Context: an optimization exercise on an open-source flow, tuned for a short achievable clock period and few clock cycles per item. The choices shown serve that exercise and are no tape-out recipe. In this exercise RTL edits were held to simulation tests only and were not proved equivalent to the original. Power and IR drop assume default switching activity.

**design/flow/design.v**
```verilog
module regfile_p #(
    parameter  int unsigned XLEN      = 64,
    parameter  int unsigned NREGS     = 32,
    parameter  int unsigned DEBUG_REG = 10
) (
    input  logic             clk,
    input  logic             rst,
    input  logic [NREGS-1:0] rs1,
    input  logic [NREGS-1:0] rs2,
    output logic [XLEN-1:0]  rd1,
    output logic [XLEN-1:0]  rd2,
    output logic [XLEN-1:0]  dbg_data,
    input  logic             we,
    input  logic [NREGS-1:0] wsel,
    input  logic [XLEN-1:0]  wd
);
    logic [NREGS-1:0][XLEN-1:0] regs;
    always_ff @(posedge clk or negedge rst) begin
        if (!rst) begin
            regs <= '0;
        end else begin
            for (int i = 1; i < NREGS; i++) begin
                if (we && wsel[i]) regs[i] <= wd;
            end
        end
    end
    always_comb begin
        rd1 = '0;
        rd2 = '0;
        for (int i = 1; i < NREGS; i++) begin
            rd1 = rd1 | ({XLEN{rs1[i]}} & regs[i]);
            rd2 = rd2 | ({XLEN{rs2[i]}} & regs[i]);
        end
    end
    assign dbg_data = regs[DEBUG_REG];
endmodule
module mcdp_alu1 #(
    parameter int unsigned XLEN = 64
) (
    input  logic [XLEN-1:0] a,
    input  logic [XLEN-1:0] b,
    input  logic            sub,
    input  logic [2:0]      op,
    output logic [XLEN-1:0] g,
    output logic [XLEN-1:0] p,
    output logic [XLEN-1:0] x,
    output logic [XLEN-1:0] lg,
    output logic            a63,
    output logic            b63
);
    logic [XLEN-1:0]      bx;
    logic [3:0][XLEN-1:0] gg, pp;
    always_comb begin
        bx    = b ^ {XLEN{sub}};
        x     = a ^ bx;
        gg[0] = a & bx;
        pp[0] = x;
        gg[0][0] = (a[0] & bx[0]) | (x[0] & sub);
        for (int l = 0; l < 3; l++) begin
            for (int i = 0; i < XLEN; i++) begin
                if (i >= (1 << l)) begin
                    gg[l+1][i] = gg[l][i] | (pp[l][i] & gg[l][i-(1<<l)]);
                    pp[l+1][i] = pp[l][i] & pp[l][i-(1<<l)];
                end else begin
                    gg[l+1][i] = gg[l][i];
                    pp[l+1][i] = pp[l][i];
                end
            end
        end
        g = gg[3];
        p = pp[3];
    end
    assign lg  = op[0] ? (a | b) : (a & b);
    assign a63 = a[XLEN-1];
    assign b63 = b[XLEN-1];
endmodule
module mcdp_alu2 #(
    parameter int unsigned XLEN = 64
) (
    input  logic [XLEN-1:0] g,
    input  logic [XLEN-1:0] p,
    input  logic [XLEN-1:0] x,
    input  logic            sub,
    input  logic [XLEN-1:0] lg,
    input  logic            a63,
    input  logic            b63,
    input  logic [2:0]      op,
    output logic [XLEN-1:0] y
);
    logic [3:0][XLEN-1:0] gg, pp;
    logic [XLEN-1:0]      sum;
    logic                 slt;
    always_comb begin
        gg[0] = g;
        pp[0] = p;
        for (int l = 0; l < 3; l++) begin
            for (int i = 0; i < XLEN; i++) begin
                if (i >= (8 << l)) begin
                    gg[l+1][i] = gg[l][i] | (pp[l][i] & gg[l][i-(8<<l)]);
                    pp[l+1][i] = pp[l][i] & pp[l][i-(8<<l)];
                end else begin
                    gg[l+1][i] = gg[l][i];
                    pp[l+1][i] = pp[l][i];
                end
            end
        end
        sum = x ^ {gg[3][XLEN-2:0], sub};
    end
    assign slt = (a63 ^ b63) ? a63 : sum[XLEN-1];
    always_comb begin
        case (op)
            3'd0, 3'd1: y = sum;
            3'd2, 3'd3: y = lg;
            3'd5:       y = {{(XLEN-1){1'b0}}, slt};
            default:    y = '0;
        endcase
    end
endmodule
module multicycle_datapath #(
    parameter int unsigned XLEN      = 64,
    parameter int unsigned NREGS     = 32,
    parameter int unsigned DEBUG_REG = 10
) (
    input  logic                 clk,
    input  logic                 rst,
    input  logic                 instr_valid,
    output logic                 instr_ready,
    input  logic [31:0]          instruction,
    input  logic [XLEN-1:0]      imm_ext,
    input  logic [2:0]           alu_control,
    input  logic                 reg_write,
    input  logic                 alu_src,
    input  logic                 mem_read,
    input  logic                 mem_write,
    input  logic                 mem_to_reg,
    output logic                 mem_req_valid,
    input  logic                 mem_req_ready,
    output logic                 mem_we,
    output logic [XLEN-1:0]      mem_addr,
    output logic [XLEN-1:0]      mem_wdata,
    input  logic                 mem_rsp_valid,
    input  logic [XLEN-1:0]      mem_rdata,
    output logic                 retire,
    output logic [4:0]           rd_addr,
    output logic                 zero,
    output logic [XLEN-1:0]      alu_result,
    output logic [XLEN-1:0]      debug_out
);
    localparam int unsigned NQ  = 2;    
    localparam int unsigned NCQ = 8;    
    localparam int unsigned CW  = 3;    
    localparam int unsigned NRQ = 3;    
    logic            ret_wr;
    logic [4:0]      ret_rd;
    logic [XLEN-1:0] ret_wb, arch_l;
    logic            rf_we;
    assign rf_we = retire && ret_wr;
    logic [NREGS-1:0] acc_rs1, acc_rs2, ret_sel;
    logic [XLEN-1:0]  rf_d1, rf_d2;
    always_comb begin
        acc_rs1 = '0;
        acc_rs2 = '0;
        ret_sel = '0;
        acc_rs1[instruction[19:15]] = 1'b1;
        acc_rs2[instruction[24:20]] = 1'b1;
        ret_sel[ret_rd] = 1'b1;
    end
    regfile_p #(
        .XLEN     (XLEN),
        .NREGS    (NREGS),
        .DEBUG_REG(DEBUG_REG)
    ) u_regfile (
        .clk     (clk),
        .rst     (rst),
        .rs1     (acc_rs1),
        .rs2     (acc_rs2),
        .rd1     (rf_d1),
        .rd2     (rf_d2),
        .dbg_data(debug_out),
        .we      (rf_we),
        .wsel    (ret_sel),
        .wd      (ret_wb)
    );
    logic [1:0]             q_cnt;
    logic [NQ-1:0][4:0]     q_rs1, q_rs2, q_rd;
    logic [NQ-1:0][XLEN-1:0] q_a, q_b, q_imm;
    logic [NQ-1:0][2:0]     q_op;
    logic [NQ-1:0]          q_rw, q_asrc, q_mr, q_mw, q_m2r;
    logic                   acc, deq;
    assign acc = instr_valid && instr_ready;
    logic [XLEN-1:0] acc_a, acc_b;
    assign acc_a = (rf_we && (ret_rd == instruction[19:15])) ? ret_wb : rf_d1;
    assign acc_b = (rf_we && (ret_rd == instruction[24:20])) ? ret_wb : rf_d2;
    logic            x1_v, x1_sub, x1_wr, x1_m2r, x1_ld, x1_st, x1_mem;
    logic [4:0]      x1_rd;
    logic [2:0]      x1_op;
    logic [XLEN-1:0] x1_a, x1_b, x1_wd, x1_l;
    logic [XLEN-1:0] x1o_g, x1o_p, x1o_x, x1o_lg;
    logic            x1o_a63, x1o_b63;
    logic            x2_v, x2_sub, x2_wr, x2_m2r, x2_ld, x2_st, x2_mem, x2_a63, x2_b63;
    logic [4:0]      x2_rd;
    logic [2:0]      x2_op;
    logic [XLEN-1:0] x2_g, x2_p, x2_x, x2_lg, x2_wd, x2_l, x2_y;
    mcdp_alu1 #(.XLEN(XLEN)) u_x1 (
        .a(x1_a), .b(x1_b), .sub(x1_sub), .op(x1_op),
        .g(x1o_g), .p(x1o_p), .x(x1o_x), .lg(x1o_lg), .a63(x1o_a63), .b63(x1o_b63)
    );
    mcdp_alu2 #(.XLEN(XLEN)) u_x2 (
        .g(x2_g), .p(x2_p), .x(x2_x), .sub(x2_sub), .lg(x2_lg),
        .a63(x2_a63), .b63(x2_b63), .op(x2_op), .y(x2_y)
    );
    logic [CW:0]             cq_cnt;
    logic [CW-1:0]           cq_hd, cq_tl;
    logic [NCQ-1:0]          cq_v, cq_wr, cq_m2r, cq_ld, cq_done, cq_ok;
    logic [NCQ-1:0][4:0]     cq_rd;
    logic [NCQ-1:0][XLEN-1:0] cq_y, cq_dv, cq_dat;
    logic [1:0]              rq_cnt;
    logic [NRQ-1:0]          rq_we;
    logic [NRQ-1:0][CW-1:0]  rq_tag;
    logic [NRQ-1:0][XLEN-1:0] rq_addr, rq_wd;
    logic                    rq_pop, lq_push;
    logic [CW-1:0]           lq_hd, lq_tl;
    logic [NCQ-1:0][CW-1:0]  lq_tag;
    logic [CW-1:0]           lq_htag;
    assign rq_pop  = mem_req_valid && mem_req_ready;
    assign lq_push = rq_pop && !rq_we[0];
    assign lq_htag = lq_tag[lq_hd];
    logic [NCQ-1:0] cq_age_ok;    
    always_comb begin
        for (int j = 0; j < NCQ; j++) begin
            cq_age_ok[j] = cq_v[j];
        end
    end
    logic            op1_ok, op2_ok;
    logic [XLEN-1:0] op1_v, op2_v;
    for (genvar k = 0; k < 2; k++) begin : g_src
        logic [4:0]      rs;
        logic [XLEN-1:0] snap;
        logic            ok;
        logic [XLEN-1:0] val;
        logic [NCQ-1:0]  m, rot, pick_r, pick;
        logic            m_x1, m_x2, m_ret, any_cq;
        assign rs   = (k == 0) ? q_rs1[0] : q_rs2[0];
        assign snap = (k == 0) ? q_a[0] : q_b[0];
        assign m_x1  = x1_v && x1_wr && (x1_rd == rs);
        assign m_x2  = x2_v && x2_wr && (x2_rd == rs);
        assign m_ret = rf_we && (ret_rd == rs);
        for (genvar j = 0; j < NCQ; j++) begin : g_m
            assign m[j] = cq_v[j] && cq_wr[j] && (cq_rd[j] == rs);
        end
        always_comb begin
            for (int p = 0; p < NCQ; p++) rot[p] = m[(cq_hd + p) % NCQ];
            pick_r = '0;
            for (int p = 0; p < NCQ; p++) begin
                if (rot[p]) begin
                    pick_r    = '0;
                    pick_r[p] = 1'b1;
                end
            end
            pick = '0;
            for (int p = 0; p < NCQ; p++) pick[(cq_hd + p) % NCQ] = pick_r[p];
        end
        assign any_cq = |m;
        always_comb begin
            ok  = 1'b1;
            val = snap;
            if (rs == 5'd0) begin
                val = '0;
            end else if (m_x1) begin
                ok = 1'b0;
            end else if (m_x2) begin
                ok  = !x2_m2r;
                val = x2_y;
            end else if (any_cq) begin
                ok  = 1'b0;
                val = '0;
                for (int j = 0; j < NCQ; j++) begin
                    if (pick[j]) begin
                        if (cq_ok[j]) begin
                            ok  = 1'b1;
                            val = cq_dv[j];
                        end else if (mem_rsp_valid && (lq_htag == j) && cq_m2r[j]) begin
                            ok  = 1'b1;
                            val = mem_rdata;
                        end
                    end
                end
            end else if (m_ret) begin
                val = ret_wb;
            end
        end
    end
    assign op1_ok = g_src[0].ok;
    assign op1_v  = g_src[0].val;
    assign op2_ok = g_src[1].ok;
    assign op2_v  = g_src[1].val;
    logic q0_mem, q0_ld, q0_wr, q0_need2, q0_lwait, loads_in_flight, issue;
    assign q0_mem   = q_mr[0] || q_mw[0];
    assign q0_ld    = q_mr[0] && !q_mw[0];
    assign q0_wr    = q_rw[0] && (q_rd[0] != 5'd0);
    assign q0_need2 = q_mw[0] || !q_asrc[0];
    always_comb begin
        loads_in_flight = (x1_v && x1_ld) || (x2_v && x2_ld);
        for (int j = 0; j < NCQ; j++) loads_in_flight = loads_in_flight | (cq_v[j] && cq_ld[j]);
    end
    assign q0_lwait = q0_wr && q_m2r[0] && !q0_ld && loads_in_flight;
    assign issue = (q_cnt != 2'd0) && op1_ok && (op2_ok || !q0_need2) && !q0_lwait &&
                   ((cq_cnt + {{CW{1'b0}}, x1_v} + {{CW{1'b0}}, x2_v}) < NCQ[CW:0]) &&
                   (!q0_mem || (({1'b0, rq_cnt} + {2'b0, x1_v && x1_mem} + {2'b0, x2_v && x2_mem}) <
                                NRQ[2:0]));
    assign deq = issue;
    logic ret_fire;
    assign ret_fire = cq_v[cq_hd] && cq_done[cq_hd];
    logic [1:0]  q_cnt_n, rq_cnt_n;
    logic [CW:0] cq_cnt_n;
    assign q_cnt_n  = q_cnt + {1'b0, acc} - {1'b0, deq};
    assign cq_cnt_n = cq_cnt + {{CW{1'b0}}, x2_v} - {{CW{1'b0}}, ret_fire};
    assign rq_cnt_n = rq_cnt + {1'b0, x2_v && x2_mem} - {1'b0, rq_pop};
    always_ff @(posedge clk or negedge rst) begin
        if (!rst) begin
            instr_ready   <= 1'b0;
            q_cnt         <= '0;
            x1_v          <= 1'b0;
            x2_v          <= 1'b0;
            cq_cnt        <= '0;
            cq_hd         <= '0;
            cq_tl         <= '0;
            cq_v          <= '0;
            rq_cnt        <= '0;
            mem_req_valid <= 1'b0;
            lq_hd         <= '0;
            lq_tl         <= '0;
            retire        <= 1'b0;
            ret_wr        <= 1'b0;
            ret_rd        <= '0;
            arch_l        <= '0;
        end else begin
            instr_ready <= (q_cnt_n < 2'd2);
            q_cnt       <= q_cnt_n;
            x1_v        <= issue;
            x2_v        <= x1_v;
            cq_cnt <= cq_cnt_n;
            if (x2_v)     cq_tl <= cq_tl + 1'b1;
            if (ret_fire) cq_hd <= cq_hd + 1'b1;
            for (int j = 0; j < NCQ; j++) begin
                if (x2_v && (cq_tl == j))         cq_v[j] <= 1'b1;
                else if (ret_fire && (cq_hd == j)) cq_v[j] <= 1'b0;
            end
            rq_cnt        <= rq_cnt_n;
            mem_req_valid <= (rq_cnt_n != 2'd0);
            if (lq_push)       lq_tl <= lq_tl + 1'b1;
            if (mem_rsp_valid) lq_hd <= lq_hd + 1'b1;
            retire <= ret_fire;
            if (ret_fire) begin
                ret_wr <= cq_wr[cq_hd];
                ret_rd <= cq_rd[cq_hd];
                if (cq_ld[cq_hd]) arch_l <= cq_dat[cq_hd];
            end
        end
    end
    always_ff @(posedge clk) begin
        for (int i = 0; i < NQ; i++) begin
            if (deq && (i + 1 < NQ)) begin
                q_rs1[i]  <= q_rs1[i+1];
                q_rs2[i]  <= q_rs2[i+1];
                q_rd[i]   <= q_rd[i+1];
                q_imm[i]  <= q_imm[i+1];
                q_op[i]   <= q_op[i+1];
                q_rw[i]   <= q_rw[i+1];
                q_asrc[i] <= q_asrc[i+1];
                q_mr[i]   <= q_mr[i+1];
                q_mw[i]   <= q_mw[i+1];
                q_m2r[i]  <= q_m2r[i+1];
                q_a[i]    <= (rf_we && (ret_rd == q_rs1[i+1])) ? ret_wb : q_a[i+1];
                q_b[i]    <= (rf_we && (ret_rd == q_rs2[i+1])) ? ret_wb : q_b[i+1];
            end else begin
                if (rf_we && (ret_rd == q_rs1[i])) q_a[i] <= ret_wb;
                if (rf_we && (ret_rd == q_rs2[i])) q_b[i] <= ret_wb;
            end
            if (acc && ((q_cnt - {1'b0, deq}) == i)) begin
                q_rs1[i]  <= instruction[19:15];
                q_rs2[i]  <= instruction[24:20];
                q_rd[i]   <= instruction[11:7];
                q_imm[i]  <= imm_ext;
                q_op[i]   <= alu_control;
                q_rw[i]   <= reg_write;
                q_asrc[i] <= alu_src;
                q_mr[i]   <= mem_read;
                q_mw[i]   <= mem_write;
                q_m2r[i]  <= mem_to_reg;
                q_a[i]    <= acc_a;
                q_b[i]    <= acc_b;
            end
        end
        x1_op  <= q_op[0];
        x1_sub <= (q_op[0] == 3'd1) || (q_op[0] == 3'd5);
        x1_rd  <= q_rd[0];
        x1_wr  <= q0_wr;
        x1_m2r <= q_m2r[0];
        x1_ld  <= q0_ld;
        x1_st  <= q_mw[0];
        x1_mem <= q0_mem;
        x1_a   <= op1_v;
        x1_b   <= q_asrc[0] ? q_imm[0] : op2_v;
        x1_wd  <= op2_v;
        x1_l   <= arch_l;
        x2_op  <= x1_op;
        x2_sub <= x1_sub;
        x2_rd  <= x1_rd;
        x2_wr  <= x1_wr;
        x2_m2r <= x1_m2r;
        x2_ld  <= x1_ld;
        x2_st  <= x1_st;
        x2_mem <= x1_mem;
        x2_g   <= x1o_g;
        x2_p   <= x1o_p;
        x2_x   <= x1o_x;
        x2_lg  <= x1o_lg;
        x2_a63 <= x1o_a63;
        x2_b63 <= x1o_b63;
        x2_wd  <= x1_wd;
        x2_l   <= x1_l;
        for (int j = 0; j < NCQ; j++) begin
            if (x2_v && (cq_tl == j)) begin
                cq_wr[j]   <= x2_wr;
                cq_rd[j]   <= x2_rd;
                cq_m2r[j]  <= x2_m2r;
                cq_ld[j]   <= x2_ld;
                cq_y[j]    <= x2_y;
                cq_done[j] <= !x2_mem;
                cq_ok[j]   <= !(x2_m2r && x2_ld);
                cq_dv[j]   <= x2_m2r ? x2_l : x2_y;
            end else begin
                if (rq_pop && rq_we[0] && (rq_tag[0] == j)) cq_done[j] <= 1'b1;
                if (mem_rsp_valid && (lq_htag == j)) begin
                    cq_done[j] <= 1'b1;
                    cq_dat[j]  <= mem_rdata;
                    if (cq_m2r[j]) begin
                        cq_ok[j] <= 1'b1;
                        cq_dv[j] <= mem_rdata;
                    end
                end
            end
        end
        for (int i = 0; i < NRQ; i++) begin
            if (rq_pop && (i + 1 < NRQ)) begin
                rq_we[i]   <= rq_we[i+1];
                rq_tag[i]  <= rq_tag[i+1];
                rq_addr[i] <= rq_addr[i+1];
                rq_wd[i]   <= rq_wd[i+1];
            end
            if (x2_v && x2_mem && ((rq_cnt - {1'b0, rq_pop}) == i)) begin
                rq_we[i]   <= x2_st;
                rq_tag[i]  <= cq_tl;
                rq_addr[i] <= x2_y;
                rq_wd[i]   <= x2_wd;
            end
        end
        if (lq_push) lq_tag[lq_tl] <= rq_tag[0];
        if (ret_fire) begin
            alu_result <= cq_y[cq_hd];
            zero       <= (cq_y[cq_hd] == '0);
            ret_wb     <= cq_dv[cq_hd];
        end
    end
    assign rd_addr   = ret_rd;
    assign mem_we    = rq_we[0];
    assign mem_addr  = rq_addr[0];
    assign mem_wdata = rq_wd[0];
endmodule
```
**design/flow/run.sh**
```bash
#!/bin/bash
# synth_recipe.tcl (not shown) runs the flow's synth.tcl, then flattens the netlist and writes it again
# the make line also repeats each setting of config.mk as NAME=value (left out here)
make -C /OpenROAD-flow-scripts/flow DESIGN_CONFIG=/design/flow/config.mk WORK_HOME=/design/flow/orfs CLKGATE_MAP_FILE= SYNTH_SCRIPT=/design/flow/synth_recipe.tcl finish
```
**design/flow/config.mk**
```make
export PLATFORM = sky130hd
export DESIGN_NAME = multicycle_datapath
export DESIGN_NICKNAME = multicycle_datapath
export VERILOG_FILES = /design/flow/design.v
export SDC_FILE = /design/flow/constraint.sdc
export NUM_CORES = 8
export LEC_CHECK = 0
export ABC_CLOCK_PERIOD_IN_PS = 2500
export CAP_MARGIN = 20
export CORE_MARGIN = 2
export CORE_UTILIZATION = 35
export PLACE_DENSITY = 0.55
export SETUP_SLACK_MARGIN = 2.0
export SLEW_MARGIN = 20
```
**design/flow/constraint.sdc**
```tcl
create_clock -name core_clock -period 5.5 [get_ports {clk}]
set_input_delay 1.1000 -clock core_clock [delete_from_list [all_inputs] [get_ports {clk}]]
set_output_delay 1.1000 -clock core_clock [all_outputs]
set_load 0.01 [all_outputs]
```
==> flow_summary.toml <==
[worst_setup_path]
start_kind = "flop"
max_stage_delay_ns = 0.50
slowest_stage = "or4b_4"
path_max_fanout = 5
end_kind = "flop"
critical_path_class = "reg -> reg"
worst_ep_arrival_time_ns = 7.13
worst_ep_required_time_ns = 6.36
cp_common_cell = "buf_6"

[yosys]
async_flop_share_pct = 39.1
synth.top_cells.by_area = "edfxtp_1 28%, dfrtp_1 21%, mux2_2 9.9%"
netlist_instances = 21400
ys.flop_type = "edfxtp_1"
seq_area_frac_synth_pct = 55.9
netlist.area_leader.share_pct = 27.9
synth_cell_types = 95
mappedNetlistArea_um2 = 252000
avgSynthCellArea_um2 = 11.8
synth-seq-cells = 5342
yosys_warnings = 22
synth_nets = 21700
synth_edf_count = 2339
synth_largest_area_cell = "edfxtp_1"

[final_layout]
drive_gt1_share_pct = 27.5
post-route-util_pct = 42.3
fillers = 67200
synthToLayoutAreaGrowth_pct = 20.4
final_nets = 22700

[placement]
port_buffers = 421
gp_congestion = 1.07
dpl.hpwl_mm = 885

[timing]
finalHoldViolations = 0
fin_skew_ns = 0.0831
drv_slew = 0
slew-limit-headroom_pct = 7.26
fmax_mhz = 159
finalCritPeriodShare_pct = 114
tns_ns = -296.25
setup_viol = 621
rsz0062_at_grt = "true"
period_needed_ns = 6.27
layout_setup_ws_ns = -0.773
tightest_slew_ns = 1.39

[drt]
dr_total_vias = 211000
drc_errors = 0
vias_per_cell = 6.48
first_pass_iters = 16
drt_iter0_markers = 36400
wirelength_mm = 1290
ant_nets = 0
drt-wirelength-per-cell_um = 39.7

[global_route]
antenna_found_initial = 144
grt_max_degree = 172
grt_usage_pct = 33.9
first_global_vias = 197000
grt-ovfl-total = 0
grt_pass1_wl_mm = 1720

[clock_tree]
clkLatencyLatePin_ns = 1.20
clockRootBuffer = "clkbuf_16"
clk_path_buf_depth = 4
cts_tree = "done"
cts.sinks = 5342
cts.htree.levels = 6
clk_pin_slew_worst_paths_ns = 0.06
cts-buffers-inserted = 588

[pwr]
ir_worst_vdd_mv = 0.659
power_density_nw_per_um2 = 658
p_leak_nw = 123

[floorplanning]
coreArea_um2 = 718000
start_util_pct = 35.1
std_cell_rows = 311
die_h_um = 853
ios = 439
die-width_um = 853
fp.dieArea_um2 = 727000

[run]
drv_cap = 0

[status]
outcome = "complete, but fails checks"
check.faults = "setup timing"

[min_path]
hp-class = "reg -> reg"
-- final timing paths --
kind / startpoint / depth (start not counted) / endpoint / slack [ns]
worst max-delay path: q_rs1[4] / 31 / q_imm[81] / -0.77
worst min-delay path: x1_l[31] / 0 / x2_l[31] / 0.30
max in group asynchronous: rst / 4 / u_regfile.regs[2046] / 3.34
worst max register to register: q_rs1[4] / 31 / q_imm[81] / -0.77
min in group asynchronous: rst / 2 / u_regfile.regs[1900] / 0.51
worst min register to register: x1_l[31] / 0 / x2_l[31] / 0.30
-- cell families after synthesis --
kind of cell,share of synthesized area (%)
flip-flops,55.9
XOR/XNOR,0.976
adder cells (fa/ha/maj),0.904
multiplexers,15.0
buffers and inverters,3.75
AO/OA/AOI/OAI,14.3
AND/OR/NAND/NOR,9.28
-- state kept, by name, summed over array words and instances (netlist names), 128 cells and up --
signal / cells
rq_addr: 192
cq_dat: 512
u_regfile.regs: 1984
q_b: 128
q_a: 128
rq_wd: 192
cq_y: 512
cq_dv: 512
q_imm: 128
-- through the flow --
step	cells	setup WS, ns	total power [W]	cell area, um2	hold WS, ns
after floorplan	21400	-1.37	0.107	253000	0.310
after global placement	31200	-1.17	0.152	281000	0.310
after detailed placement	31200	-1.18	0.153	281000	0.312
after CTS	32300	-0.765	0.194	301000	0.297
after global routing	32400	-0.807	0.203	303000	0.303
final	32500	-0.773	0.200	303000	0.301
-- synthesized netlist by cell type, drive strengths merged (272+ instances only) --
| master | count |
|---|---|
| nand2 | 2837 |
| edfxtp | 2339 |
| mux2 | 2209 |
| dfrtp | 2087 |
| clkbuf | 1603 |
| nor2 | 1177 |
| o21ai | 1057 |
| a22oi | 1021 |
| dfxtp | 916 |
| a21oi | 799 |
| a221oi | 604 |
| buf | 484 |
| mux4 | 424 |
| a22o | 389 |
| nand4 | 383 |
| nand3 | 335 |
| mux2i | 331 |
| nor3 | 272 |
-- layout by cell type (no fill, tap or decap), drive strengths merged, types with 424 or more instances in the layout --
master and n:
nor2 1177, a221oi 604, dfrtp 2087, buf 2013, clkbuf 881, a22oi 1021, o21ai 1057, nand2 2837
mux4 424, edfxtp 2339, a21oi 799, mux2 2209, dfxtp 916
-- power by group --
part	leakage [nW]	total (W)	switching (W)	internal, W
Clock	9.47	0.0404	0.0176	0.0228
Combinational	56.3	0.0901	0.0592	0.0309
Sequential	57.2	0.0692	0.0113	0.0579
Total	123	0.200	0.0882	0.111
-- routing by layer --
| metal | global-route usage (%) | up-vias | wire length, um |
|---|---|---|---|
| met1 | 45.0 | 108000 | 503000 |
| met2 | 46.3 | 16200 | 512000 |
| li1 | - | 82800 | - |
| met4 | 21.1 | 61 | 99400 |
| met5 | 1.30 | - | 1810 |
| met3 | 12.8 | 3769 | 176000 |
-- area by class of cell --
type                    count  area, um2  share of cell area, %
clock inverters           226       2550                  0.842
multi-input cells       13800     105000                   34.5
clock buffers             845      16900                   5.57
flip-flops and latches   5342     141000                   46.4
diodes                    128        320                  0.106
repair buffers           2466      25700                   8.49
inverters                 140        562                  0.185
well taps                9546      11900                   3.94
-- critical path: cells and delay by family, from the launching register on --
kind / cells / cell delay (ns)
AND/OR/NAND/NOR: 5 / 1.11
buffers and inverters: 16 / 2.02
adder cells (fa/ha/maj): 2 / 0.40
XOR/XNOR: 1 / 0.21
flip-flops: 1 / 0.38
multiplexers: 2 / 0.80
AO/OA/AOI/OAI: 5 / 1.01
-- what timing repair did --
item | 4_1_cts | 5_1_grt
hold endpoints to repair | 20 | 0
setup endpoints to repair | 3690 | 4130
gates cloned | 10 | 41
hold buffers | 1 | 0
resized for setup | 79 | 216
buffers inserted | 23 | 23
pin swaps | 14 | 38
Testbench counts, summed over its fixed seeds: cycles 6,790, instrs 4,800.

## static timing again, ports no longer ideal
Ports are ideal in the flow. The routed layout listed here was re-timed in OpenROAD. Step 1 (the two cells are an assumption about what drives the block):
set clk [get_ports {clk}]
set_driving_cell -lib_cell sky130_fd_sc_hd__clkbuf_16 $clk
set_driving_cell -lib_cell sky130_fd_sc_hd__buf_2 [delete_from_list [all_inputs] $clk]
Step 2 adds t to the input delays and takes it off the output delays; t is the mean of the earliest and latest rising clock arrival at the registers after step 1. Input paths then give back, and output paths get back, about the clock's delay inside the block. Three values: no drivers, after step 1, after step 2; two values: the first two.
t (ns): 1.302
slack for setup (ns): -0.773 / -0.773 / -0.915
worst slew at a driven data input, ns: 0.38
pins driven straight from the clock port: 1
For this run, drivers alone change the setup slack by 0.000 ns; drivers and shift together by -0.142 ns.
